This design comes from an exercise in tuning for small area and a short achievable clock period on the open sky130 flow, not from production work.
Only the layout flow was run in this run; the RTL was not checked for function there.
Power figures rest on the tool's default switching activity, not on a simulated workload.

### flow/config.mk
export PLATFORM = sky130hd
export DESIGN_NAME = cpu_top
export DESIGN_NICKNAME = cpu_top
export VERILOG_FILES = /design/flow/design.v
export SDC_FILE = /design/flow/constraint.sdc
export NUM_CORES = 4
export LEC_CHECK = 0
export CAP_MARGIN = 20
export CORE_MARGIN = 2
export CORE_UTILIZATION = 55
export SETUP_SLACK_MARGIN = 1.95
export SLEW_MARGIN = 20
### flow/constraint.sdc
create_clock -name core_clock -period 5.0 [get_ports {clk}]
set_input_delay 1.0000 -clock core_clock [delete_from_list [all_inputs] [get_ports {clk}]]
set_output_delay 1.0000 -clock core_clock [all_outputs]
set_load 0.01 [all_outputs]
### flow/design.v
`default_nettype none
package cpu_pkg;
    typedef logic signed [15:0] data_t;
    localparam logic [4:0] REG_CODE_0 = 5'b10001;
    localparam logic [4:0] REG_CODE_1 = 5'b10010;
    localparam logic [4:0] REG_CODE_2 = 5'b01000;
    localparam logic [4:0] REG_CODE_3 = 5'b10111;
    localparam logic [4:0] REG_CODE_4 = 5'b11111;
    localparam logic [4:0] REG_CODE_5 = 5'b10000;
    localparam logic [5:0] OPC_RTYPE = 6'b000000;
    localparam logic [5:0] OPC_ADDI  = 6'b001000;
    localparam logic [5:0] FN_ADD   = 6'b100000;
    localparam logic [5:0] FN_MULT  = 6'b011000;
    localparam logic [5:0] FN_SHL   = 6'b000000;
    localparam logic [5:0] FN_SHR   = 6'b000010;
    localparam logic [5:0] FN_RELU  = 6'b110001;
    localparam logic [5:0] FN_LEAKY = 6'b110010;
    typedef logic [2:0] op_t;
    localparam op_t OP_ADD   = 3'd0;
    localparam op_t OP_ADDI  = 3'd1;
    localparam op_t OP_SHL   = 3'd2;
    localparam op_t OP_SHR   = 3'd3;
    localparam op_t OP_MULT  = 3'd4;
    localparam op_t OP_LEAKY = 3'd5;
    localparam op_t OP_RELU  = 3'd6;
    localparam op_t OP_FAIL  = 3'd7;
endpackage
`default_nettype wire
`default_nettype none
module inst_decoder (
    input  wire logic          clk,
    input  wire logic          rst_n,
    input  wire logic          in_valid,
    input  wire logic [31:0]   instruction,
    output logic               valid_q,
    output cpu_pkg::op_t       op_q,
    output logic [5:0]         rs_sel_q,    
    output logic [5:0]         rt_sel_q,    
    output logic [15:0]        imm_q,
    output logic [2:0]         wr_q
);
    function automatic logic [5:0] onehot(input logic [4:0] code);
        logic [5:0] oh;
        oh[0] = (code == cpu_pkg::REG_CODE_0);
        oh[1] = (code == cpu_pkg::REG_CODE_1);
        oh[2] = (code == cpu_pkg::REG_CODE_2);
        oh[3] = (code == cpu_pkg::REG_CODE_3);
        oh[4] = (code == cpu_pkg::REG_CODE_4);
        oh[5] = (code == cpu_pkg::REG_CODE_5);
        onehot = oh;
    endfunction
    function automatic logic [2:0] encode(input logic [5:0] oh);
        encode = {oh[4] | oh[5], oh[2] | oh[3], oh[1] | oh[3] | oh[5]};
    endfunction
    logic [5:0]    opcode, funct;
    logic [5:0]    rs_oh, rt_oh, rd_oh;
    logic          is_addi, is_r, fail;
    cpu_pkg::op_t  op;
    assign opcode = instruction[31:26];
    assign funct  = instruction[5:0];
    assign rs_oh  = onehot(instruction[25:21]);
    assign rt_oh  = onehot(instruction[20:16]);
    assign rd_oh  = onehot(instruction[15:11]);
    assign is_addi = (opcode == cpu_pkg::OPC_ADDI);
    assign is_r    = (opcode == cpu_pkg::OPC_RTYPE);
    always_comb begin
        op = cpu_pkg::OP_FAIL;
        if (is_addi) begin
            op = cpu_pkg::OP_ADDI;
        end else if (is_r) begin
            case (funct)
                cpu_pkg::FN_ADD:   op = cpu_pkg::OP_ADD;
                cpu_pkg::FN_MULT:  op = cpu_pkg::OP_MULT;
                cpu_pkg::FN_SHL:   op = cpu_pkg::OP_SHL;
                cpu_pkg::FN_SHR:   op = cpu_pkg::OP_SHR;
                cpu_pkg::FN_RELU:  op = cpu_pkg::OP_RELU;
                cpu_pkg::FN_LEAKY: op = cpu_pkg::OP_LEAKY;
                default:           op = cpu_pkg::OP_FAIL;
            endcase
        end
    end
    assign fail = (op == cpu_pkg::OP_FAIL) || !(|rs_oh) || !(|rt_oh)
               || (!is_addi && !(|rd_oh));
    always_ff @(posedge clk or negedge rst_n) begin
        if (!rst_n) begin
            valid_q <= 1'b0;
        end else begin
            valid_q <= in_valid;
        end
    end
    always_ff @(posedge clk) begin
        op_q     <= fail ? cpu_pkg::OP_FAIL : op;
        rs_sel_q <= rs_oh;
        rt_sel_q <= rt_oh;
        imm_q    <= instruction[15:0];
        wr_q     <= encode(is_addi ? rt_oh : rd_oh);
    end
endmodule
`default_nettype wire
`default_nettype none
module radix4_multiplier (
    input  wire logic [15:0] a,
    input  wire logic [7:0]  one,
    input  wire logic [7:0]  two,
    input  wire logic [7:0]  neg,
    output logic [24:0] r0,     
    output logic [24:0] r1,     
    output logic [20:0] r2,     
    output logic        rx,     
    output logic        cin     
);
    logic [16:0] pp [8];
    logic [16:0] ax, a2;
    assign ax = {a[15], a};
    assign a2 = {a, 1'b0};
    for (genvar j = 0; j < 8; j++) begin : g_pp
        assign pp[j] = (({17{one[j]}} & ax) | ({17{two[j]}} & a2)) ^ {17{neg[j]}};
    end
    logic s1, c2, s3, c4, s5, c6, s7, c8, s9, c10, s11, c12, s13, c14, s15, c16, s17, c18, s19, c20, s21, c22, s23, c24, s25, c26, s27, c28, s29, c30, s31, c32, s33, c34, s35, c36, s37, c38, s39, c40, s41, c42, s43, c44, s45, c46, s47, c48, s49, c50, s51, c52, s53, c54, s55, c56, s57, c58, s59, c60, s61, c62, s63, c64, s65, c66, s67, c68, s69, c70, s71, c72, s73, c74, s75, c76, s77, c78, s79, c80, s81, c82, s83, c84, s85, c86, s87, c88, s89, c90, s91, c92, s93, c94, s95, c96, s97, c98, s99, c100, s101, c102, s103, c104, s105, c106, s107, c108, s109, c110, s111, c112, s113, c114, s115, c116, s117, c118, s119, c120, s121, c122, s123, c124, s125, c126, s127, c128, s129, c130, s131, c132, s133, c134, s135, c136, s137, c138, s139, c140, s141, c142, s143, c144, s145, c146, s147, c148, s149, c150, s151, c152, s153, c154, s155, c156, s157, c158, s159, c160, s161, c162, s163, c164, s165, c166, s167, c168, s169, c170, s171, c172, s173, c174, s175, c176, s177, c178, s179, c180, s181, c182, s183, c184, s185, c186;
    assign s1 = pp[0][10] ^ pp[1][8];
    assign c2 = pp[0][10] & pp[1][8];
    assign s3 = pp[0][11] ^ pp[1][9];
    assign c4 = pp[0][11] & pp[1][9];
    assign s5 = pp[0][12] ^ pp[1][10] ^ pp[2][8];
    assign c6 = (pp[0][12] & pp[1][10]) | (pp[0][12] & pp[2][8]) | (pp[1][10] & pp[2][8]);
    assign s7 = pp[3][6] ^ pp[4][4];
    assign c8 = pp[3][6] & pp[4][4];
    assign s9 = pp[0][13] ^ pp[1][11] ^ pp[2][9];
    assign c10 = (pp[0][13] & pp[1][11]) | (pp[0][13] & pp[2][9]) | (pp[1][11] & pp[2][9]);
    assign s11 = pp[3][7] ^ pp[4][5];
    assign c12 = pp[3][7] & pp[4][5];
    assign s13 = pp[0][14] ^ pp[1][12] ^ pp[2][10];
    assign c14 = (pp[0][14] & pp[1][12]) | (pp[0][14] & pp[2][10]) | (pp[1][12] & pp[2][10]);
    assign s15 = pp[3][8] ^ pp[4][6] ^ pp[5][4];
    assign c16 = (pp[3][8] & pp[4][6]) | (pp[3][8] & pp[5][4]) | (pp[4][6] & pp[5][4]);
    assign s17 = pp[6][2] ^ pp[7][0];
    assign c18 = pp[6][2] & pp[7][0];
    assign s19 = pp[0][15] ^ pp[1][13] ^ pp[2][11];
    assign c20 = (pp[0][15] & pp[1][13]) | (pp[0][15] & pp[2][11]) | (pp[1][13] & pp[2][11]);
    assign s21 = pp[3][9] ^ pp[4][7] ^ pp[5][5];
    assign c22 = (pp[3][9] & pp[4][7]) | (pp[3][9] & pp[5][5]) | (pp[4][7] & pp[5][5]);
    assign s23 = pp[6][3] ^ pp[7][1];
    assign c24 = pp[6][3] & pp[7][1];
    assign s25 = pp[0][16] ^ pp[1][14] ^ pp[2][12];
    assign c26 = (pp[0][16] & pp[1][14]) | (pp[0][16] & pp[2][12]) | (pp[1][14] & pp[2][12]);
    assign s27 = pp[3][10] ^ pp[4][8] ^ pp[5][6];
    assign c28 = (pp[3][10] & pp[4][8]) | (pp[3][10] & pp[5][6]) | (pp[4][8] & pp[5][6]);
    assign s29 = pp[6][4] ^ pp[7][2];
    assign c30 = pp[6][4] & pp[7][2];
    assign s31 = pp[0][16] ^ pp[1][15] ^ pp[2][13];
    assign c32 = (pp[0][16] & pp[1][15]) | (pp[0][16] & pp[2][13]) | (pp[1][15] & pp[2][13]);
    assign s33 = pp[3][11] ^ pp[4][9] ^ pp[5][7];
    assign c34 = (pp[3][11] & pp[4][9]) | (pp[3][11] & pp[5][7]) | (pp[4][9] & pp[5][7]);
    assign s35 = pp[6][5] ^ pp[7][3];
    assign c36 = pp[6][5] & pp[7][3];
    assign s37 = ~pp[0][16] ^ ~pp[1][16] ^ pp[2][14];
    assign c38 = (~pp[0][16] & ~pp[1][16]) | (~pp[0][16] & pp[2][14]) | (~pp[1][16] & pp[2][14]);
    assign s39 = pp[3][12] ^ pp[4][10] ^ pp[5][8];
    assign c40 = (pp[3][12] & pp[4][10]) | (pp[3][12] & pp[5][8]) | (pp[4][10] & pp[5][8]);
    assign s41 = pp[6][6] ^ pp[7][4];
    assign c42 = pp[6][6] & pp[7][4];
    assign s43 = pp[2][15] ^ pp[3][13] ^ pp[4][11];
    assign c44 = (pp[2][15] & pp[3][13]) | (pp[2][15] & pp[4][11]) | (pp[3][13] & pp[4][11]);
    assign s45 = pp[5][9] ^ pp[6][7] ^ pp[7][5];
    assign c46 = (pp[5][9] & pp[6][7]) | (pp[5][9] & pp[7][5]) | (pp[6][7] & pp[7][5]);
    assign s47 = ~pp[2][16] ^ pp[3][14] ^ pp[4][12];
    assign c48 = (~pp[2][16] & pp[3][14]) | (~pp[2][16] & pp[4][12]) | (pp[3][14] & pp[4][12]);
    assign s49 = pp[3][15] ^ pp[4][13];
    assign c50 = pp[3][15] & pp[4][13];
    assign s51 = pp[0][6] ^ pp[1][4];
    assign c52 = pp[0][6] & pp[1][4];
    assign s53 = pp[0][7] ^ pp[1][5];
    assign c54 = pp[0][7] & pp[1][5];
    assign s55 = pp[0][8] ^ pp[1][6] ^ pp[2][4];
    assign c56 = (pp[0][8] & pp[1][6]) | (pp[0][8] & pp[2][4]) | (pp[1][6] & pp[2][4]);
    assign s57 = pp[3][2] ^ pp[4][0];
    assign c58 = pp[3][2] & pp[4][0];
    assign s59 = pp[0][9] ^ pp[1][7] ^ pp[2][5];
    assign c60 = (pp[0][9] & pp[1][7]) | (pp[0][9] & pp[2][5]) | (pp[1][7] & pp[2][5]);
    assign s61 = pp[3][3] ^ pp[4][1];
    assign c62 = pp[3][3] & pp[4][1];
    assign s63 = pp[2][6] ^ pp[3][4] ^ pp[4][2];
    assign c64 = (pp[2][6] & pp[3][4]) | (pp[2][6] & pp[4][2]) | (pp[3][4] & pp[4][2]);
    assign s65 = pp[5][0] ^ neg[5] ^ s1;
    assign c66 = (pp[5][0] & neg[5]) | (pp[5][0] & s1) | (neg[5] & s1);
    assign s67 = pp[2][7] ^ pp[3][5] ^ pp[4][3];
    assign c68 = (pp[2][7] & pp[3][5]) | (pp[2][7] & pp[4][3]) | (pp[3][5] & pp[4][3]);
    assign s69 = pp[5][1] ^ c2 ^ s3;
    assign c70 = (pp[5][1] & c2) | (pp[5][1] & s3) | (c2 & s3);
    assign s71 = pp[5][2] ^ pp[6][0] ^ neg[6];
    assign c72 = (pp[5][2] & pp[6][0]) | (pp[5][2] & neg[6]) | (pp[6][0] & neg[6]);
    assign s73 = c4 ^ s5 ^ s7;
    assign c74 = (c4 & s5) | (c4 & s7) | (s5 & s7);
    assign s75 = pp[5][3] ^ pp[6][1] ^ c6;
    assign c76 = (pp[5][3] & pp[6][1]) | (pp[5][3] & c6) | (pp[6][1] & c6);
    assign s77 = c8 ^ s9 ^ s11;
    assign c78 = (c8 & s9) | (c8 & s11) | (s9 & s11);
    assign s79 = neg[7] ^ c10 ^ c12;
    assign c80 = (neg[7] & c10) | (neg[7] & c12) | (c10 & c12);
    assign s81 = s13 ^ s15 ^ s17;
    assign c82 = (s13 & s15) | (s13 & s17) | (s15 & s17);
    assign s83 = c14 ^ c16 ^ c18;
    assign c84 = (c14 & c16) | (c14 & c18) | (c16 & c18);
    assign s85 = s19 ^ s21 ^ s23;
    assign c86 = (s19 & s21) | (s19 & s23) | (s21 & s23);
    assign s87 = c20 ^ c22 ^ c24;
    assign c88 = (c20 & c22) | (c20 & c24) | (c22 & c24);
    assign s89 = s25 ^ s27 ^ s29;
    assign c90 = (s25 & s27) | (s25 & s29) | (s27 & s29);
    assign s91 = c26 ^ c28 ^ c30;
    assign c92 = (c26 & c28) | (c26 & c30) | (c28 & c30);
    assign s93 = s31 ^ s33 ^ s35;
    assign c94 = (s31 & s33) | (s31 & s35) | (s33 & s35);
    assign s95 = c32 ^ c34 ^ c36;
    assign c96 = (c32 & c34) | (c32 & c36) | (c34 & c36);
    assign s97 = s37 ^ s39 ^ s41;
    assign c98 = (s37 & s39) | (s37 & s41) | (s39 & s41);
    assign s99 = 1'b1 ^ c38 ^ c40;
    assign c100 = (1'b1 & c38) | (1'b1 & c40) | (c38 & c40);
    assign s101 = c42 ^ s43 ^ s45;
    assign c102 = (c42 & s43) | (c42 & s45) | (s43 & s45);
    assign s103 = pp[5][10] ^ pp[6][8] ^ pp[7][6];
    assign c104 = (pp[5][10] & pp[6][8]) | (pp[5][10] & pp[7][6]) | (pp[6][8] & pp[7][6]);
    assign s105 = c44 ^ c46 ^ s47;
    assign c106 = (c44 & c46) | (c44 & s47) | (c46 & s47);
    assign s107 = pp[5][11] ^ pp[6][9] ^ pp[7][7];
    assign c108 = (pp[5][11] & pp[6][9]) | (pp[5][11] & pp[7][7]) | (pp[6][9] & pp[7][7]);
    assign s109 = 1'b1 ^ c48 ^ s49;
    assign c110 = (1'b1 & c48) | (1'b1 & s49) | (c48 & s49);
    assign s111 = ~pp[3][16] ^ pp[4][14] ^ pp[5][12];
    assign c112 = (~pp[3][16] & pp[4][14]) | (~pp[3][16] & pp[5][12]) | (pp[4][14] & pp[5][12]);
    assign s113 = pp[6][10] ^ pp[7][8] ^ c50;
    assign c114 = (pp[6][10] & pp[7][8]) | (pp[6][10] & c50) | (pp[7][8] & c50);
    assign s115 = pp[4][15] ^ pp[5][13] ^ pp[6][11];
    assign c116 = (pp[4][15] & pp[5][13]) | (pp[4][15] & pp[6][11]) | (pp[5][13] & pp[6][11]);
    assign s117 = pp[7][9] ^ 1'b1;
    assign c118 = pp[7][9] & 1'b1;
    assign s119 = ~pp[4][16] ^ pp[5][14] ^ pp[6][12];
    assign c120 = (~pp[4][16] & pp[5][14]) | (~pp[4][16] & pp[6][12]) | (pp[5][14] & pp[6][12]);
    assign s121 = pp[5][15] ^ pp[6][13];
    assign c122 = pp[5][15] & pp[6][13];
    assign s123 = pp[0][4] ^ pp[1][2];
    assign c124 = pp[0][4] & pp[1][2];
    assign s125 = pp[0][5] ^ pp[1][3];
    assign c126 = pp[0][5] & pp[1][3];
    assign s127 = pp[2][2] ^ pp[3][0] ^ neg[3];
    assign c128 = (pp[2][2] & pp[3][0]) | (pp[2][2] & neg[3]) | (pp[3][0] & neg[3]);
    assign s129 = pp[2][3] ^ pp[3][1] ^ c52;
    assign c130 = (pp[2][3] & pp[3][1]) | (pp[2][3] & c52) | (pp[3][1] & c52);
    assign s131 = neg[4] ^ c54 ^ s55;
    assign c132 = (neg[4] & c54) | (neg[4] & s55) | (c54 & s55);
    assign s133 = c56 ^ c58 ^ s59;
    assign c134 = (c56 & c58) | (c56 & s59) | (c58 & s59);
    assign s135 = c60 ^ c62 ^ s63;
    assign c136 = (c60 & c62) | (c60 & s63) | (c62 & s63);
    assign s137 = c64 ^ c66 ^ s67;
    assign c138 = (c64 & c66) | (c64 & s67) | (c66 & s67);
    assign s139 = c68 ^ c70 ^ s71;
    assign c140 = (c68 & c70) | (c68 & s71) | (c70 & s71);
    assign s141 = c72 ^ c74 ^ s75;
    assign c142 = (c72 & c74) | (c72 & s75) | (c74 & s75);
    assign s143 = c76 ^ c78 ^ s79;
    assign c144 = (c76 & c78) | (c76 & s79) | (c78 & s79);
    assign s145 = c80 ^ c82 ^ s83;
    assign c146 = (c80 & c82) | (c80 & s83) | (c82 & s83);
    assign s147 = c84 ^ c86 ^ s87;
    assign c148 = (c84 & c86) | (c84 & s87) | (c86 & s87);
    assign s149 = c88 ^ c90 ^ s91;
    assign c150 = (c88 & c90) | (c88 & s91) | (c90 & s91);
    assign s151 = c92 ^ c94 ^ s95;
    assign c152 = (c92 & c94) | (c92 & s95) | (c94 & s95);
    assign s153 = c96 ^ c98 ^ s99;
    assign c154 = (c96 & c98) | (c96 & s99) | (c98 & s99);
    assign s155 = c100 ^ c102 ^ s103;
    assign c156 = (c100 & c102) | (c100 & s103) | (c102 & s103);
    assign s157 = c104 ^ c106 ^ s107;
    assign c158 = (c104 & c106) | (c104 & s107) | (c106 & s107);
    assign s159 = c108 ^ c110 ^ s111;
    assign c160 = (c108 & c110) | (c108 & s111) | (c110 & s111);
    assign s161 = c112 ^ c114 ^ s115;
    assign c162 = (c112 & c114) | (c112 & s115) | (c114 & s115);
    assign s163 = pp[7][10] ^ c116 ^ c118;
    assign c164 = (pp[7][10] & c116) | (pp[7][10] & c118) | (c116 & c118);
    assign s165 = pp[7][11] ^ 1'b1 ^ c120;
    assign c166 = (pp[7][11] & 1'b1) | (pp[7][11] & c120) | (1'b1 & c120);
    assign s167 = ~pp[5][16] ^ pp[6][14] ^ pp[7][12];
    assign c168 = (~pp[5][16] & pp[6][14]) | (~pp[5][16] & pp[7][12]) | (pp[6][14] & pp[7][12]);
    assign s169 = pp[6][15] ^ pp[7][13];
    assign c170 = pp[6][15] & pp[7][13];
    assign s171 = pp[0][2] ^ pp[1][0];
    assign c172 = pp[0][2] & pp[1][0];
    assign s173 = pp[0][3] ^ pp[1][1];
    assign c174 = pp[0][3] & pp[1][1];
    assign s175 = pp[2][0] ^ neg[2] ^ s123;
    assign c176 = (pp[2][0] & neg[2]) | (pp[2][0] & s123) | (neg[2] & s123);
    assign s177 = pp[2][1] ^ c124 ^ s125;
    assign c178 = (pp[2][1] & c124) | (pp[2][1] & s125) | (c124 & s125);
    assign s179 = s51 ^ c126 ^ s127;
    assign c180 = (s51 & c126) | (s51 & s127) | (c126 & s127);
    assign s181 = s53 ^ c128 ^ s129;
    assign c182 = (s53 & c128) | (s53 & s129) | (c128 & s129);
    assign s183 = s57 ^ c130 ^ s131;
    assign c184 = (s57 & c130) | (s57 & s131) | (c130 & s131);
    assign s185 = s61 ^ c132 ^ s133;
    assign c186 = (s61 & c132) | (s61 & s133) | (c132 & s133);
    logic [5:0] lo_x, lo_y;
    logic [6:0] lo_sum;
    assign lo_x[0] = pp[0][0];
    assign lo_y[0] = neg[0];
    assign lo_x[1] = pp[0][1];
    assign lo_y[1] = 1'b0;
    assign lo_x[2] = neg[1];
    assign lo_y[2] = s171;
    assign lo_x[3] = c172;
    assign lo_y[3] = s173;
    assign lo_x[4] = c174;
    assign lo_y[4] = s175;
    assign lo_x[5] = c176;
    assign lo_y[5] = s177;
    assign lo_sum = {1'b0, lo_x} + {1'b0, lo_y};
    assign cin = lo_sum[6];
    assign r0[0] = c178;
    assign r1[0] = s179;
    assign r0[1] = c180;
    assign r1[1] = s181;
    assign r0[2] = c182;
    assign r1[2] = s183;
    assign r0[3] = c184;
    assign r1[3] = s185;
    assign r0[4] = s65;
    assign r1[4] = c134;
    assign r2[0] = s135;
    assign r0[5] = s69;
    assign r1[5] = c136;
    assign r2[1] = s137;
    assign r0[6] = s73;
    assign r1[6] = c138;
    assign r2[2] = s139;
    assign r0[7] = s77;
    assign r1[7] = c140;
    assign r2[3] = s141;
    assign r0[8] = s81;
    assign r1[8] = c142;
    assign r2[4] = s143;
    assign r0[9] = s85;
    assign r1[9] = c144;
    assign r2[5] = s145;
    assign r0[10] = s89;
    assign r1[10] = c146;
    assign r2[6] = s147;
    assign r0[11] = s93;
    assign r1[11] = c148;
    assign r2[7] = s149;
    assign r0[12] = s97;
    assign r1[12] = c150;
    assign r2[8] = s151;
    assign r0[13] = s101;
    assign r1[13] = c152;
    assign r2[9] = s153;
    assign r0[14] = s105;
    assign r1[14] = c154;
    assign r2[10] = s155;
    assign r0[15] = s109;
    assign r1[15] = c156;
    assign r2[11] = s157;
    assign r0[16] = s113;
    assign r1[16] = c158;
    assign r2[12] = s159;
    assign r0[17] = s117;
    assign r1[17] = c160;
    assign r2[13] = s161;
    assign r0[18] = s119;
    assign r1[18] = c162;
    assign r2[14] = s163;
    assign r0[19] = s121;
    assign r1[19] = c164;
    assign r2[15] = s165;
    assign r0[20] = c122;
    assign r1[20] = c166;
    assign r2[16] = s167;
    assign r0[21] = 1'b1;
    assign r1[21] = c168;
    assign r2[17] = s169;
    assign r0[22] = ~pp[6][16];
    assign r1[22] = pp[7][14];
    assign r2[18] = c170;
    assign r0[23] = pp[7][15];
    assign r1[23] = 1'b1;
    assign r2[19] = 1'b0;
    assign r0[24] = ~pp[7][16];
    assign r1[24] = 1'b0;
    assign r2[20] = 1'b0;
    assign rx = c186;
endmodule
module mul_sum (
    input  wire logic [24:0] r0,
    input  wire logic [24:0] r1,
    input  wire logic [20:0] r2,
    input  wire logic        rx,
    input  wire logic        cin,
    output logic [15:0] p
);
    logic [24:0] x, y;
    logic [24:0] sum;
    logic [20:0] fs, fc;
    assign fs = r0[24:4] ^ r1[24:4] ^ r2;
    assign fc = (r0[24:4] & r1[24:4]) | (r0[24:4] & r2) | (r1[24:4] & r2);
    assign x = {fs, r0[3:0]};
    assign y = {fc[19:0], rx, r1[3:0]};
    logic [24:0] g0, p0;
    assign g0 = x & y;
    assign p0 = x ^ y;
    logic gc0;
    assign gc0 = g0[0] | (p0[0] & cin);
    logic gl1_1, pl1_1;
    assign gl1_1 = g0[1] | (p0[1] & gc0);
    assign pl1_1 = p0[1] & p0[0];
    logic gl1_2, pl1_2;
    assign gl1_2 = g0[2] | (p0[2] & g0[1]);
    assign pl1_2 = p0[2] & p0[1];
    logic gl1_3, pl1_3;
    assign gl1_3 = g0[3] | (p0[3] & g0[2]);
    assign pl1_3 = p0[3] & p0[2];
    logic gl1_4, pl1_4;
    assign gl1_4 = g0[4] | (p0[4] & g0[3]);
    assign pl1_4 = p0[4] & p0[3];
    logic gl1_5, pl1_5;
    assign gl1_5 = g0[5] | (p0[5] & g0[4]);
    assign pl1_5 = p0[5] & p0[4];
    logic gl1_6, pl1_6;
    assign gl1_6 = g0[6] | (p0[6] & g0[5]);
    assign pl1_6 = p0[6] & p0[5];
    logic gl1_7, pl1_7;
    assign gl1_7 = g0[7] | (p0[7] & g0[6]);
    assign pl1_7 = p0[7] & p0[6];
    logic gl1_8, pl1_8;
    assign gl1_8 = g0[8] | (p0[8] & g0[7]);
    assign pl1_8 = p0[8] & p0[7];
    logic gl1_9, pl1_9;
    assign gl1_9 = g0[9] | (p0[9] & g0[8]);
    assign pl1_9 = p0[9] & p0[8];
    logic gl1_10, pl1_10;
    assign gl1_10 = g0[10] | (p0[10] & g0[9]);
    assign pl1_10 = p0[10] & p0[9];
    logic gl1_11, pl1_11;
    assign gl1_11 = g0[11] | (p0[11] & g0[10]);
    assign pl1_11 = p0[11] & p0[10];
    logic gl1_12, pl1_12;
    assign gl1_12 = g0[12] | (p0[12] & g0[11]);
    assign pl1_12 = p0[12] & p0[11];
    logic gl1_13, pl1_13;
    assign gl1_13 = g0[13] | (p0[13] & g0[12]);
    assign pl1_13 = p0[13] & p0[12];
    logic gl1_14, pl1_14;
    assign gl1_14 = g0[14] | (p0[14] & g0[13]);
    assign pl1_14 = p0[14] & p0[13];
    logic gl1_15, pl1_15;
    assign gl1_15 = g0[15] | (p0[15] & g0[14]);
    assign pl1_15 = p0[15] & p0[14];
    logic gl1_16, pl1_16;
    assign gl1_16 = g0[16] | (p0[16] & g0[15]);
    assign pl1_16 = p0[16] & p0[15];
    logic gl1_17, pl1_17;
    assign gl1_17 = g0[17] | (p0[17] & g0[16]);
    assign pl1_17 = p0[17] & p0[16];
    logic gl1_18, pl1_18;
    assign gl1_18 = g0[18] | (p0[18] & g0[17]);
    assign pl1_18 = p0[18] & p0[17];
    logic gl1_19, pl1_19;
    assign gl1_19 = g0[19] | (p0[19] & g0[18]);
    assign pl1_19 = p0[19] & p0[18];
    logic gl1_20, pl1_20;
    assign gl1_20 = g0[20] | (p0[20] & g0[19]);
    assign pl1_20 = p0[20] & p0[19];
    logic gl1_21, pl1_21;
    assign gl1_21 = g0[21] | (p0[21] & g0[20]);
    assign pl1_21 = p0[21] & p0[20];
    logic gl1_22, pl1_22;
    assign gl1_22 = g0[22] | (p0[22] & g0[21]);
    assign pl1_22 = p0[22] & p0[21];
    logic gl1_23, pl1_23;
    assign gl1_23 = g0[23] | (p0[23] & g0[22]);
    assign pl1_23 = p0[23] & p0[22];
    logic gl1_24, pl1_24;
    assign gl1_24 = g0[24] | (p0[24] & g0[23]);
    assign pl1_24 = p0[24] & p0[23];
    logic gl2_2, pl2_2;
    assign gl2_2 = gl1_2 | (pl1_2 & gc0);
    assign pl2_2 = pl1_2 & p0[0];
    logic gl2_3, pl2_3;
    assign gl2_3 = gl1_3 | (pl1_3 & gl1_1);
    assign pl2_3 = pl1_3 & pl1_1;
    logic gl2_4, pl2_4;
    assign gl2_4 = gl1_4 | (pl1_4 & gl1_2);
    assign pl2_4 = pl1_4 & pl1_2;
    logic gl2_5, pl2_5;
    assign gl2_5 = gl1_5 | (pl1_5 & gl1_3);
    assign pl2_5 = pl1_5 & pl1_3;
    logic gl2_6, pl2_6;
    assign gl2_6 = gl1_6 | (pl1_6 & gl1_4);
    assign pl2_6 = pl1_6 & pl1_4;
    logic gl2_7, pl2_7;
    assign gl2_7 = gl1_7 | (pl1_7 & gl1_5);
    assign pl2_7 = pl1_7 & pl1_5;
    logic gl2_8, pl2_8;
    assign gl2_8 = gl1_8 | (pl1_8 & gl1_6);
    assign pl2_8 = pl1_8 & pl1_6;
    logic gl2_9, pl2_9;
    assign gl2_9 = gl1_9 | (pl1_9 & gl1_7);
    assign pl2_9 = pl1_9 & pl1_7;
    logic gl2_10, pl2_10;
    assign gl2_10 = gl1_10 | (pl1_10 & gl1_8);
    assign pl2_10 = pl1_10 & pl1_8;
    logic gl2_11, pl2_11;
    assign gl2_11 = gl1_11 | (pl1_11 & gl1_9);
    assign pl2_11 = pl1_11 & pl1_9;
    logic gl2_12, pl2_12;
    assign gl2_12 = gl1_12 | (pl1_12 & gl1_10);
    assign pl2_12 = pl1_12 & pl1_10;
    logic gl2_13, pl2_13;
    assign gl2_13 = gl1_13 | (pl1_13 & gl1_11);
    assign pl2_13 = pl1_13 & pl1_11;
    logic gl2_14, pl2_14;
    assign gl2_14 = gl1_14 | (pl1_14 & gl1_12);
    assign pl2_14 = pl1_14 & pl1_12;
    logic gl2_15, pl2_15;
    assign gl2_15 = gl1_15 | (pl1_15 & gl1_13);
    assign pl2_15 = pl1_15 & pl1_13;
    logic gl2_16, pl2_16;
    assign gl2_16 = gl1_16 | (pl1_16 & gl1_14);
    assign pl2_16 = pl1_16 & pl1_14;
    logic gl2_17, pl2_17;
    assign gl2_17 = gl1_17 | (pl1_17 & gl1_15);
    assign pl2_17 = pl1_17 & pl1_15;
    logic gl2_18, pl2_18;
    assign gl2_18 = gl1_18 | (pl1_18 & gl1_16);
    assign pl2_18 = pl1_18 & pl1_16;
    logic gl2_19, pl2_19;
    assign gl2_19 = gl1_19 | (pl1_19 & gl1_17);
    assign pl2_19 = pl1_19 & pl1_17;
    logic gl2_20, pl2_20;
    assign gl2_20 = gl1_20 | (pl1_20 & gl1_18);
    assign pl2_20 = pl1_20 & pl1_18;
    logic gl2_21, pl2_21;
    assign gl2_21 = gl1_21 | (pl1_21 & gl1_19);
    assign pl2_21 = pl1_21 & pl1_19;
    logic gl2_22, pl2_22;
    assign gl2_22 = gl1_22 | (pl1_22 & gl1_20);
    assign pl2_22 = pl1_22 & pl1_20;
    logic gl2_23, pl2_23;
    assign gl2_23 = gl1_23 | (pl1_23 & gl1_21);
    assign pl2_23 = pl1_23 & pl1_21;
    logic gl2_24, pl2_24;
    assign gl2_24 = gl1_24 | (pl1_24 & gl1_22);
    assign pl2_24 = pl1_24 & pl1_22;
    logic gl3_4, pl3_4;
    assign gl3_4 = gl2_4 | (pl2_4 & gc0);
    assign pl3_4 = pl2_4 & p0[0];
    logic gl3_5, pl3_5;
    assign gl3_5 = gl2_5 | (pl2_5 & gl1_1);
    assign pl3_5 = pl2_5 & pl1_1;
    logic gl3_6, pl3_6;
    assign gl3_6 = gl2_6 | (pl2_6 & gl2_2);
    assign pl3_6 = pl2_6 & pl2_2;
    logic gl3_7, pl3_7;
    assign gl3_7 = gl2_7 | (pl2_7 & gl2_3);
    assign pl3_7 = pl2_7 & pl2_3;
    logic gl3_8, pl3_8;
    assign gl3_8 = gl2_8 | (pl2_8 & gl2_4);
    assign pl3_8 = pl2_8 & pl2_4;
    logic gl3_9, pl3_9;
    assign gl3_9 = gl2_9 | (pl2_9 & gl2_5);
    assign pl3_9 = pl2_9 & pl2_5;
    logic gl3_10, pl3_10;
    assign gl3_10 = gl2_10 | (pl2_10 & gl2_6);
    assign pl3_10 = pl2_10 & pl2_6;
    logic gl3_11, pl3_11;
    assign gl3_11 = gl2_11 | (pl2_11 & gl2_7);
    assign pl3_11 = pl2_11 & pl2_7;
    logic gl3_12, pl3_12;
    assign gl3_12 = gl2_12 | (pl2_12 & gl2_8);
    assign pl3_12 = pl2_12 & pl2_8;
    logic gl3_13, pl3_13;
    assign gl3_13 = gl2_13 | (pl2_13 & gl2_9);
    assign pl3_13 = pl2_13 & pl2_9;
    logic gl3_14, pl3_14;
    assign gl3_14 = gl2_14 | (pl2_14 & gl2_10);
    assign pl3_14 = pl2_14 & pl2_10;
    logic gl3_15, pl3_15;
    assign gl3_15 = gl2_15 | (pl2_15 & gl2_11);
    assign pl3_15 = pl2_15 & pl2_11;
    logic gl3_16, pl3_16;
    assign gl3_16 = gl2_16 | (pl2_16 & gl2_12);
    assign pl3_16 = pl2_16 & pl2_12;
    logic gl3_17, pl3_17;
    assign gl3_17 = gl2_17 | (pl2_17 & gl2_13);
    assign pl3_17 = pl2_17 & pl2_13;
    logic gl3_18, pl3_18;
    assign gl3_18 = gl2_18 | (pl2_18 & gl2_14);
    assign pl3_18 = pl2_18 & pl2_14;
    logic gl3_19, pl3_19;
    assign gl3_19 = gl2_19 | (pl2_19 & gl2_15);
    assign pl3_19 = pl2_19 & pl2_15;
    logic gl3_20, pl3_20;
    assign gl3_20 = gl2_20 | (pl2_20 & gl2_16);
    assign pl3_20 = pl2_20 & pl2_16;
    logic gl3_21, pl3_21;
    assign gl3_21 = gl2_21 | (pl2_21 & gl2_17);
    assign pl3_21 = pl2_21 & pl2_17;
    logic gl3_22, pl3_22;
    assign gl3_22 = gl2_22 | (pl2_22 & gl2_18);
    assign pl3_22 = pl2_22 & pl2_18;
    logic gl3_23, pl3_23;
    assign gl3_23 = gl2_23 | (pl2_23 & gl2_19);
    assign pl3_23 = pl2_23 & pl2_19;
    logic gl3_24, pl3_24;
    assign gl3_24 = gl2_24 | (pl2_24 & gl2_20);
    assign pl3_24 = pl2_24 & pl2_20;
    logic gl4_8, pl4_8;
    assign gl4_8 = gl3_8 | (pl3_8 & gc0);
    assign pl4_8 = pl3_8 & p0[0];
    logic gl4_9, pl4_9;
    assign gl4_9 = gl3_9 | (pl3_9 & gl1_1);
    assign pl4_9 = pl3_9 & pl1_1;
    logic gl4_10, pl4_10;
    assign gl4_10 = gl3_10 | (pl3_10 & gl2_2);
    assign pl4_10 = pl3_10 & pl2_2;
    logic gl4_11, pl4_11;
    assign gl4_11 = gl3_11 | (pl3_11 & gl2_3);
    assign pl4_11 = pl3_11 & pl2_3;
    logic gl4_12, pl4_12;
    assign gl4_12 = gl3_12 | (pl3_12 & gl3_4);
    assign pl4_12 = pl3_12 & pl3_4;
    logic gl4_13, pl4_13;
    assign gl4_13 = gl3_13 | (pl3_13 & gl3_5);
    assign pl4_13 = pl3_13 & pl3_5;
    logic gl4_14, pl4_14;
    assign gl4_14 = gl3_14 | (pl3_14 & gl3_6);
    assign pl4_14 = pl3_14 & pl3_6;
    logic gl4_15, pl4_15;
    assign gl4_15 = gl3_15 | (pl3_15 & gl3_7);
    assign pl4_15 = pl3_15 & pl3_7;
    logic gl4_16, pl4_16;
    assign gl4_16 = gl3_16 | (pl3_16 & gl3_8);
    assign pl4_16 = pl3_16 & pl3_8;
    logic gl4_17, pl4_17;
    assign gl4_17 = gl3_17 | (pl3_17 & gl3_9);
    assign pl4_17 = pl3_17 & pl3_9;
    logic gl4_18, pl4_18;
    assign gl4_18 = gl3_18 | (pl3_18 & gl3_10);
    assign pl4_18 = pl3_18 & pl3_10;
    logic gl4_19, pl4_19;
    assign gl4_19 = gl3_19 | (pl3_19 & gl3_11);
    assign pl4_19 = pl3_19 & pl3_11;
    logic gl4_20, pl4_20;
    assign gl4_20 = gl3_20 | (pl3_20 & gl3_12);
    assign pl4_20 = pl3_20 & pl3_12;
    logic gl4_21, pl4_21;
    assign gl4_21 = gl3_21 | (pl3_21 & gl3_13);
    assign pl4_21 = pl3_21 & pl3_13;
    logic gl4_22, pl4_22;
    assign gl4_22 = gl3_22 | (pl3_22 & gl3_14);
    assign pl4_22 = pl3_22 & pl3_14;
    logic gl4_23, pl4_23;
    assign gl4_23 = gl3_23 | (pl3_23 & gl3_15);
    assign pl4_23 = pl3_23 & pl3_15;
    logic gl4_24, pl4_24;
    assign gl4_24 = gl3_24 | (pl3_24 & gl3_16);
    assign pl4_24 = pl3_24 & pl3_16;
    logic gl5_16, pl5_16;
    assign gl5_16 = gl4_16 | (pl4_16 & gc0);
    assign pl5_16 = pl4_16 & p0[0];
    logic gl5_17, pl5_17;
    assign gl5_17 = gl4_17 | (pl4_17 & gl1_1);
    assign pl5_17 = pl4_17 & pl1_1;
    logic gl5_18, pl5_18;
    assign gl5_18 = gl4_18 | (pl4_18 & gl2_2);
    assign pl5_18 = pl4_18 & pl2_2;
    logic gl5_19, pl5_19;
    assign gl5_19 = gl4_19 | (pl4_19 & gl2_3);
    assign pl5_19 = pl4_19 & pl2_3;
    logic gl5_20, pl5_20;
    assign gl5_20 = gl4_20 | (pl4_20 & gl3_4);
    assign pl5_20 = pl4_20 & pl3_4;
    logic gl5_21, pl5_21;
    assign gl5_21 = gl4_21 | (pl4_21 & gl3_5);
    assign pl5_21 = pl4_21 & pl3_5;
    logic gl5_22, pl5_22;
    assign gl5_22 = gl4_22 | (pl4_22 & gl3_6);
    assign pl5_22 = pl4_22 & pl3_6;
    logic gl5_23, pl5_23;
    assign gl5_23 = gl4_23 | (pl4_23 & gl3_7);
    assign pl5_23 = pl4_23 & pl3_7;
    logic gl5_24, pl5_24;
    assign gl5_24 = gl4_24 | (pl4_24 & gl4_8);
    assign pl5_24 = pl4_24 & pl4_8;
    logic [24:0] carry;
    assign carry[0] = cin;
    assign carry[1] = gc0;
    assign carry[2] = gl1_1;
    assign carry[3] = gl2_2;
    assign carry[4] = gl2_3;
    assign carry[5] = gl3_4;
    assign carry[6] = gl3_5;
    assign carry[7] = gl3_6;
    assign carry[8] = gl3_7;
    assign carry[9] = gl4_8;
    assign carry[10] = gl4_9;
    assign carry[11] = gl4_10;
    assign carry[12] = gl4_11;
    assign carry[13] = gl4_12;
    assign carry[14] = gl4_13;
    assign carry[15] = gl4_14;
    assign carry[16] = gl4_15;
    assign carry[17] = gl5_16;
    assign carry[18] = gl5_17;
    assign carry[19] = gl5_18;
    assign carry[20] = gl5_19;
    assign carry[21] = gl5_20;
    assign carry[22] = gl5_21;
    assign carry[23] = gl5_22;
    assign carry[24] = gl5_23;
    assign sum = p0 ^ carry;
    assign p = sum[24:9];
endmodule
`default_nettype wire
`default_nettype none
module execute_stage (
    input  wire logic          clk,
    input  wire logic          rst_n,
    input  wire logic          valid_1,
    input  wire cpu_pkg::op_t  op_1,
    input  wire logic [15:0]   imm_1,
    input  wire logic [2:0]    wr_1,
    input  wire logic [15:0]   a_1,
    input  wire logic [15:0]   b_1,
    output logic               done,
    output logic [5:0]         we,
    output logic [15:0]        wd
);
    localparam int K  = 6;     
    localparam int K3 = 10;    
    localparam int W  = 31 - K;
    logic        is_shr, big;
    logic [3:0]  m;
    logic [7:0]  one_1, two_1, neg_1;
    assign is_shr = (op_1 == cpu_pkg::OP_SHR);
    assign big    = imm_1[10];
    assign m      = ~imm_1[9:6] & {4{~big}};
    for (genvar j = 0; j < 8; j++) begin : g_enc
        logic b0, b1, b2;
        if (j == 0) begin : g_first
            assign b0 = 1'b0;
        end else begin : g_rest
            assign b0 = b_1[2*j-1];
        end
        assign b1 = b_1[2*j];
        assign b2 = b_1[2*j+1];
        assign one_1[j] = is_shr ? (m == 4'(2*j))   : (b1 ^ b0);
        assign two_1[j] = is_shr ? (m == 4'(2*j+1)) : ((b2 & ~b1 & ~b0) | (~b2 & b1 & b0));
        assign neg_1[j] = ~is_shr & b2;
    end
    logic          valid_2;
    cpu_pkg::op_t  op_2;
    logic [2:0]    wr_2;
    logic [15:0]   a_2;
    logic [7:0]    one_2, two_2, neg_2;
    always_ff @(posedge clk or negedge rst_n) begin
        if (!rst_n) begin
            valid_2 <= 1'b0;
        end else begin
            valid_2 <= valid_1;
        end
    end
    always_ff @(posedge clk) begin
        op_2  <= op_1;
        wr_2  <= wr_1;
        a_2   <= a_1;
        one_2 <= one_1;
        two_2 <= two_1;
        neg_2 <= neg_1;
    end
    logic [15:0] b_2;
    for (genvar j = 0; j < 8; j++) begin : g_dec
        assign b_2[2*j+1] = neg_2[j];
        if (j == 0) begin : g_first
            assign b_2[0] = one_2[0];
        end else begin : g_rest
            assign b_2[2*j] = one_2[j] ^ neg_2[j-1];
        end
    end
    logic [W-1:0]     m0, m1;
    logic [30-K3:0]   m2;
    logic             mx, mc;
    radix4_multiplier i_mult (
        .a   (a_2),
        .one (one_2),
        .two (two_2),
        .neg (neg_2),
        .r0  (m0),
        .r1  (m1),
        .r2  (m2),
        .rx  (mx),
        .cin (mc)
    );
    logic        neg_b, use_mul;
    logic [4:0]  shamt;
    logic [15:0] other, addend;
    assign neg_b   = b_2[15];
    assign shamt   = a_2[10:6];
    assign use_mul = (op_2 == cpu_pkg::OP_MULT) | (op_2 == cpu_pkg::OP_SHR)
                   | ((op_2 == cpu_pkg::OP_LEAKY) & neg_b);
    always_comb begin
        case (op_2)
            cpu_pkg::OP_ADD,
            cpu_pkg::OP_ADDI:  other = a_2;
            cpu_pkg::OP_SHL:   other = b_2 << shamt;
            default:           other = neg_b ? 16'd0 : b_2;    
        endcase
    end
    assign addend = (op_2 == cpu_pkg::OP_ADD || op_2 == cpu_pkg::OP_ADDI) ? b_2 : 16'd0;
    logic          valid_3;
    logic [5:0]    we_3;
    logic [W-1:0]  r0_3, r1_3;
    logic [30-K3:0] r2_3;
    logic          rx_3, cin_3;
    always_ff @(posedge clk or negedge rst_n) begin
        if (!rst_n) begin
            valid_3 <= 1'b0;
            we_3    <= '0;
        end else begin
            valid_3 <= valid_2;
            for (int g = 0; g < 6; g++)
                we_3[g] <= valid_2 & (op_2 != cpu_pkg::OP_FAIL) & (wr_2 == 3'(g));
        end
    end
    always_ff @(posedge clk) begin
        r0_3  <= use_mul ? m0 : {other, {(15-K){1'b0}}};
        r1_3  <= use_mul ? m1 : {addend, {(15-K){1'b0}}};
        r2_3  <= {(31-K3){use_mul}} & m2;
        rx_3  <= use_mul & mx;
        cin_3 <= use_mul & mc;
    end
    mul_sum i_sum (
        .r0  (r0_3),
        .r1  (r1_3),
        .r2  (r2_3),
        .rx  (rx_3),
        .cin (cin_3),
        .p   (wd)
    );
    assign done = valid_3;
    assign we   = we_3;
endmodule
`default_nettype wire
`default_nettype none
module reg_file (
    input  wire logic          clk,
    input  wire logic          rst_n,
    input  wire logic          done,       
    input  wire logic [5:0]    we,         
    input  wire logic [15:0]   wd,
    input  wire logic [5:0]    rs_sel,
    input  wire logic [5:0]    rt_sel,
    input  wire logic          imm_a,      
    input  wire logic          imm_b,      
    input  wire logic [15:0]   imm,
    output logic [15:0]        a,
    output logic [15:0]        b,
    output logic               out_valid,
    output logic               instruction_fail,
    output logic [15:0]        out_0,
    output logic [15:0]        out_1,
    output logic [15:0]        out_2,
    output logic [15:0]        out_3,
    output logic [15:0]        out_4,
    output logic [15:0]        out_5
);
    logic [15:0] regs [6];
    logic [5:0]  written;      
    logic [5:0]  show;         
    for (genvar g = 0; g < 6; g++) begin : g_reg
        always_ff @(posedge clk) begin
            if (we[g]) begin
                regs[g] <= wd;
            end
        end
    end
    always_ff @(posedge clk or negedge rst_n) begin
        if (!rst_n) begin
            written          <= '0;
            show             <= '0;
            out_valid        <= 1'b0;
            instruction_fail <= 1'b0;
        end else begin
            written          <= written | we;
            show             <= {6{done}} & (written | we);
            out_valid        <= done;
            instruction_fail <= done & ~(|we);
        end
    end
    always_comb begin
        a = {16{imm_a}} & imm;
        b = {16{imm_b}} & imm;
        for (int g = 0; g < 6; g++) begin
            a = a | ({16{rs_sel[g] & written[g] & ~imm_a}} & regs[g]);
            b = b | ({16{rt_sel[g] & written[g] & ~imm_b}} & regs[g]);
        end
    end
    assign out_0 = {16{show[0]}} & regs[0];
    assign out_1 = {16{show[1]}} & regs[1];
    assign out_2 = {16{show[2]}} & regs[2];
    assign out_3 = {16{show[3]}} & regs[3];
    assign out_4 = {16{show[4]}} & regs[4];
    assign out_5 = {16{show[5]}} & regs[5];
endmodule
`default_nettype wire
`default_nettype none
module cpu_top #(
    parameter int FRAC_BITS = 15
) (
    input  wire logic         clk,
    input  wire logic         rst_n,
    input  wire logic         in_valid,
    input  wire logic [31:0]  instruction,
    output logic              out_valid,
    output logic              instruction_fail,
    output cpu_pkg::data_t    out_0,
    output cpu_pkg::data_t    out_1,
    output cpu_pkg::data_t    out_2,
    output cpu_pkg::data_t    out_3,
    output cpu_pkg::data_t    out_4,
    output cpu_pkg::data_t    out_5
);
    logic          valid_1;
    cpu_pkg::op_t  op_1;
    logic [5:0]    rs_sel, rt_sel;
    logic [15:0]   imm;
    logic [2:0]    wr_1;
    logic [15:0]   a_1, b_1;
    logic          done;
    logic [5:0]    we;
    logic [15:0]   wd;
    inst_decoder i_decoder (
        .clk         (clk),
        .rst_n       (rst_n),
        .in_valid    (in_valid),
        .instruction (instruction),
        .valid_q     (valid_1),
        .op_q        (op_1),
        .rs_sel_q    (rs_sel),
        .rt_sel_q    (rt_sel),
        .imm_q       (imm),
        .wr_q        (wr_1)
    );
    reg_file i_regs (
        .clk              (clk),
        .rst_n            (rst_n),
        .done             (done),
        .we               (we),
        .wd               (wd),
        .rs_sel           ((op_1 == cpu_pkg::OP_SHR) ? rt_sel : rs_sel),
        .rt_sel           (rt_sel),
        .imm_a            (op_1 == cpu_pkg::OP_SHL),
        .imm_b            (op_1 == cpu_pkg::OP_ADDI),
        .imm              (imm),
        .a                (a_1),
        .b                (b_1),
        .out_valid        (out_valid),
        .instruction_fail (instruction_fail),
        .out_0            (out_0),
        .out_1            (out_1),
        .out_2            (out_2),
        .out_3            (out_3),
        .out_4            (out_4),
        .out_5            (out_5)
    );
    execute_stage i_execute (
        .clk     (clk),
        .rst_n   (rst_n),
        .valid_1 (valid_1),
        .op_1    (op_1),
        .imm_1   (imm),
        .wr_1    (wr_1),
        .a_1     (a_1),
        .b_1     (b_1),
        .done    (done),
        .we      (we),
        .wd      (wd)
    );
endmodule
`default_nettype wire
### flow/run.sh
#!/bin/bash
# synth_recipe.tcl (not shown) runs the flow's synth.tcl, then flattens the netlist and writes it again
# the make line also repeats each setting of config.mk as NAME=value (left out here)
make -C /OpenROAD-flow-scripts/flow DESIGN_CONFIG=/design/flow/config.mk WORK_HOME=/design/flow/orfs CLKGATE_MAP_FILE= SYNTH_SCRIPT=/design/flow/synth_recipe.tcl finish
==> impl_metrics.env <==
export IMPL_period_minus_slack_ns=3.08
export IMPL_synth_cell_area_sq_um=16700
export IMPL_fin_nets=1855
export IMPL_synth_nets=1803
export IMPL_clock_latency_ns=0.55
export IMPL_critical_path_top_delay_family="compound AO/OA/AOI/OAI gates"
export IMPL_place_gp_congestion=0.919
export IMPL_worstPathArrival_ns=3.34
export IMPL_report_power_total_mw=4.50
export IMPL_grt_pass1_wl_mm=82.6
export IMPL_antenna_found_initial=0
export IMPL_holdPathStages=0
export IMPL_syn_instance_count=1632
export IMPL_vdd_drop_max_mv=0.256
export IMPL_drv_cap=0
export IMPL_critical_path_cell_count=11
export IMPL_final_common_cell="a22oi_1"
export IMPL_drt_wl_total_mm=55.1
export IMPL_finalHoldViolCount=0
export IMPL_vias_per_cell=6.63
export IMPL_ctsHoldBuffers=0
export IMPL_crit_path_frequent_cell="o31a_1"
export IMPL_power_per_cell_area_nw_per_um2=233
export IMPL_ys_async_sr_fraction_pct=8.52
export IMPL_worstPathRequired_ns=5.26
export IMPL_tightest_slew_ns=1.23
export IMPL_port_buffers=132
export IMPL_final_cell_area_sq_um=19300
export IMPL_first_iter_violations=2060
export IMPL_die_y_um=178
export IMPL_core_sq_um=29800
export IMPL_leakage_nw=7.20
export IMPL_grt_max_degree=42
export IMPL_die_w_um=178
export IMPL_yosys_warnings=6
export IMPL_areaGrowthSynthToFinish_pct=15.6
export IMPL_synth_enable_flop_cells=96
export IMPL_setup_viol=0
export IMPL_ys_seq_area_share_pct=38.8
export IMPL_min_path_type="flop to flop"
export IMPL_num_vias=13900
export IMPL_ys_flop_type="dfxtp_1"
export IMPL_placed_area_sq_um=18200
export IMPL_setup_tns_ns=0
export IMPL_clock_path_buffers=3
export IMPL_drtAntennaViolNets=0
export IMPL_skew_ns=0.0247
export IMPL_grt_overflow=0
export IMPL_outcome="finished clean"
export IMPL_startpoint_type="flop"
export IMPL_cts_tree="done"
export IMPL_dr_pass1_iters=8
export IMPL_ys_ff_latch=270
export IMPL_drcViolationCount=0
export IMPL_worstPathCellList="inv_2, fa_1, inv_1, ha_1, nand4_1, a21oi_2, a21oi_4, o31a_1, o31a_1, mux2i_1, a2111o_1"
export IMPL_reg2reg_depth=11
export IMPL_grt_pass1_vias=13700
export IMPL_detail_route_wl_per_cell_um=26.3
export IMPL_rsz0062_at_grt="true"
export IMPL_syn_avg_cell_area_sq_um=10.2
export IMPL_crit_fanout=6
export IMPL_cp_slowest_cell="fa_1"
export IMPL_io_pins=133
export IMPL_fin_ws_ns=1.92
export IMPL_place_ws_ns=1.58
export IMPL_grtUsageTotal_pct=34.8
export IMPL_finalCritPeriodShare_pct=61.5
export IMPL_fmax_mhz=325
export IMPL_path_class="flop to flop"
export IMPL_relSlewSlack_pct=17.4
export IMPL_critPathMaxStageDelay_ns=0.53
export IMPL_numCtsBuffers=29
export IMPL_mostFrequentLayoutCells="a22oi_1, clkdlybuf4s50_1, dfxtp_1"
export IMPL_htree_levels=1
export IMPL_rows=63
export IMPL_endpoint_kind="flop"
export IMPL_clock_sinks=270
export IMPL_synth_cell_types=76
export IMPL_path_clk_slew_ns=0.07
export IMPL_final_max_slew_viol_count=0
export IMPL_hpwl_mm=36.8
export IMPL_start_util_pct=56.1
export IMPL_cts_root_buf="clkbuf_16"
export IMPL_layout_drive_gt1_share_pct=9.73
export IMPL_crit_buf_inv=2
export IMPL_die_area_sq_um=31800
[registers in the layout (all words and copies together) (netlist names), 8 cells and up]
name,count
i_decoder.imm_q,16
i_execute.neg_2,8
i_execute.r0_3,25
i_execute.two_2,8
i_execute.r2_3,19
i_execute.a_2,16
i_regs.regs,96
i_execute.r1_3,25
i_execute.one_2,8
[synthesized netlist by cell type, drive strengths merged (4+ instances only)]
cell type  instances  area share [%]
nand4              9            0.34
a221oi            13            0.94
dfxtp            151              18
dfrtp             23             3.4
a222oi            17             1.0
mux2i             26             1.6
o21bai             4            0.18
and2             110             4.1
and3              20            0.81
nor3               8            0.30
or2                8            0.30
a221o              9            0.54
o21ai             62             1.9
inv               67             1.5
mux2               6            0.40
xor2              42             2.2
nor2b             47             1.8
or3                4            0.15
o221ai            11            0.58
a31oi              4            0.15
xnor2            128             6.7
fa                84              10
edfxtp            96              17
o22ai             22            0.82
buf               28            0.93
nor4b              5            0.26
a22oi            182             8.2
nand2             59             1.3
a22o               6            0.31
a21boi             6            0.27
o21a               6            0.27
o211ai             7            0.31
a21o              10            0.45
nor2              63             1.4
nor3b              7            0.34
nor4               7            0.30
nand3             38             1.1
nand2b             8            0.30
ha                52             3.9
clkbuf           112             2.5
a21oi             32            0.96
o31ai              4            0.18
[logic make-up (layout without fill, tap and decap cells)]
kind of cell	Yosys count	in the layout	synth area share (%)
buffers and inverters	208	282	4.97
multiplexers	33	33	2.10
adder cells (fa/ha/maj)	136	136	14.0
XOR/XNOR	170	170	8.91
AND/OR/NAND/NOR	400	400	13.2
flip-flops	270	270	38.8
other	0	1	0
AO/OA/AOI/OAI	415	415	18.1
[path summary, 6_finish.rpt]
kind                                   startpoint                  to  slack [ns]
worst max-delay path            i_execute.r0_3[7]  i_regs.regs[5][14]        1.92
worst min-delay path            i_decoder.wr_q[0]   i_execute.wr_2[0]        0.31
worst max register to register  i_execute.r0_3[7]  i_regs.regs[5][14]        1.92
worst min register to register  i_decoder.wr_q[0]   i_execute.wr_2[0]        0.31
max in group asynchronous                   rst_n      i_regs.show[3]        4.11
min in group asynchronous                   rst_n   i_execute.valid_2        0.44
[per-stage QoR]
stage / cells / utilization (%) / hold slack, ns
2_1_floorplan: 1632 / - / 0.310
3_3_place_gp: 2037 / 60.9 / 0.314
3_5_place_dp: 2037 / 60.9 / 0.314
4_1_cts: 2092 / 64.5 / 0.317
5_1_grt: 2096 / 64.9 / 0.317
6_report: 2097 / 64.9 / 0.314
[metal layers]
layer,vias to the layer above,routed length (um),track usage (%)
met1,6731,21700,47.3
met3,197,6700,8.48
met5,-,0,0
met2,1003,24300,53.9
li1,5966,-,-
met4,0,2400,13.4
[final cells by class]
type,count,area (sq um)
Antenna cell,1,2.50
Sequential cell,270,6530
Tap cell,390,488
Clock inverter,15,145
Fill cell,2409,10500
Inverter,68,259
Timing Repair Buffer,161,1540
Multi-Input combinational cell,1154,9560
Clock buffer,38,811
[repair_timing]
item / CTS / global route
setup buffers: 2 / 4
pin swaps: 6 / 2
cloned: 0 / 0
setup endpoints to repair: 163 / 102
resized for setup: 35 / 24
[power by group]
part	internal, mW	switching (mW)	leakage (nW)
clock network	1.25	0.887	0.465
logic	0.0386	0.0343	4.09
registers	2.27	0.0149	2.65

## what the ideal ports hide
In the flow no input, the clock included, has a driving cell. The finished layout below was timed again as built, in two steps.
Step 1: set_driving_cell puts a clkbuf_16 on clk and a buf_2 on each other input, an assumption about the parent block.
Step 2 moves the port delays by t, midway between the first and last clock arrival at a register: inputs arrive t later, outputs are due t later. That takes back most of the time a late clock gives input paths.
Slacks: ideal ports / drivers / drivers and shift; pairs: ideal ports / drivers.
shift t [ns]: 0.598
slack for setup (ns): 1.923 / 1.923 / 1.792
pins driven straight from the clock port: 1
After both steps this run still meets setup and hold. For this run, drivers alone change the setup slack by 0.000 ns; drivers and shift together by -0.131 ns.
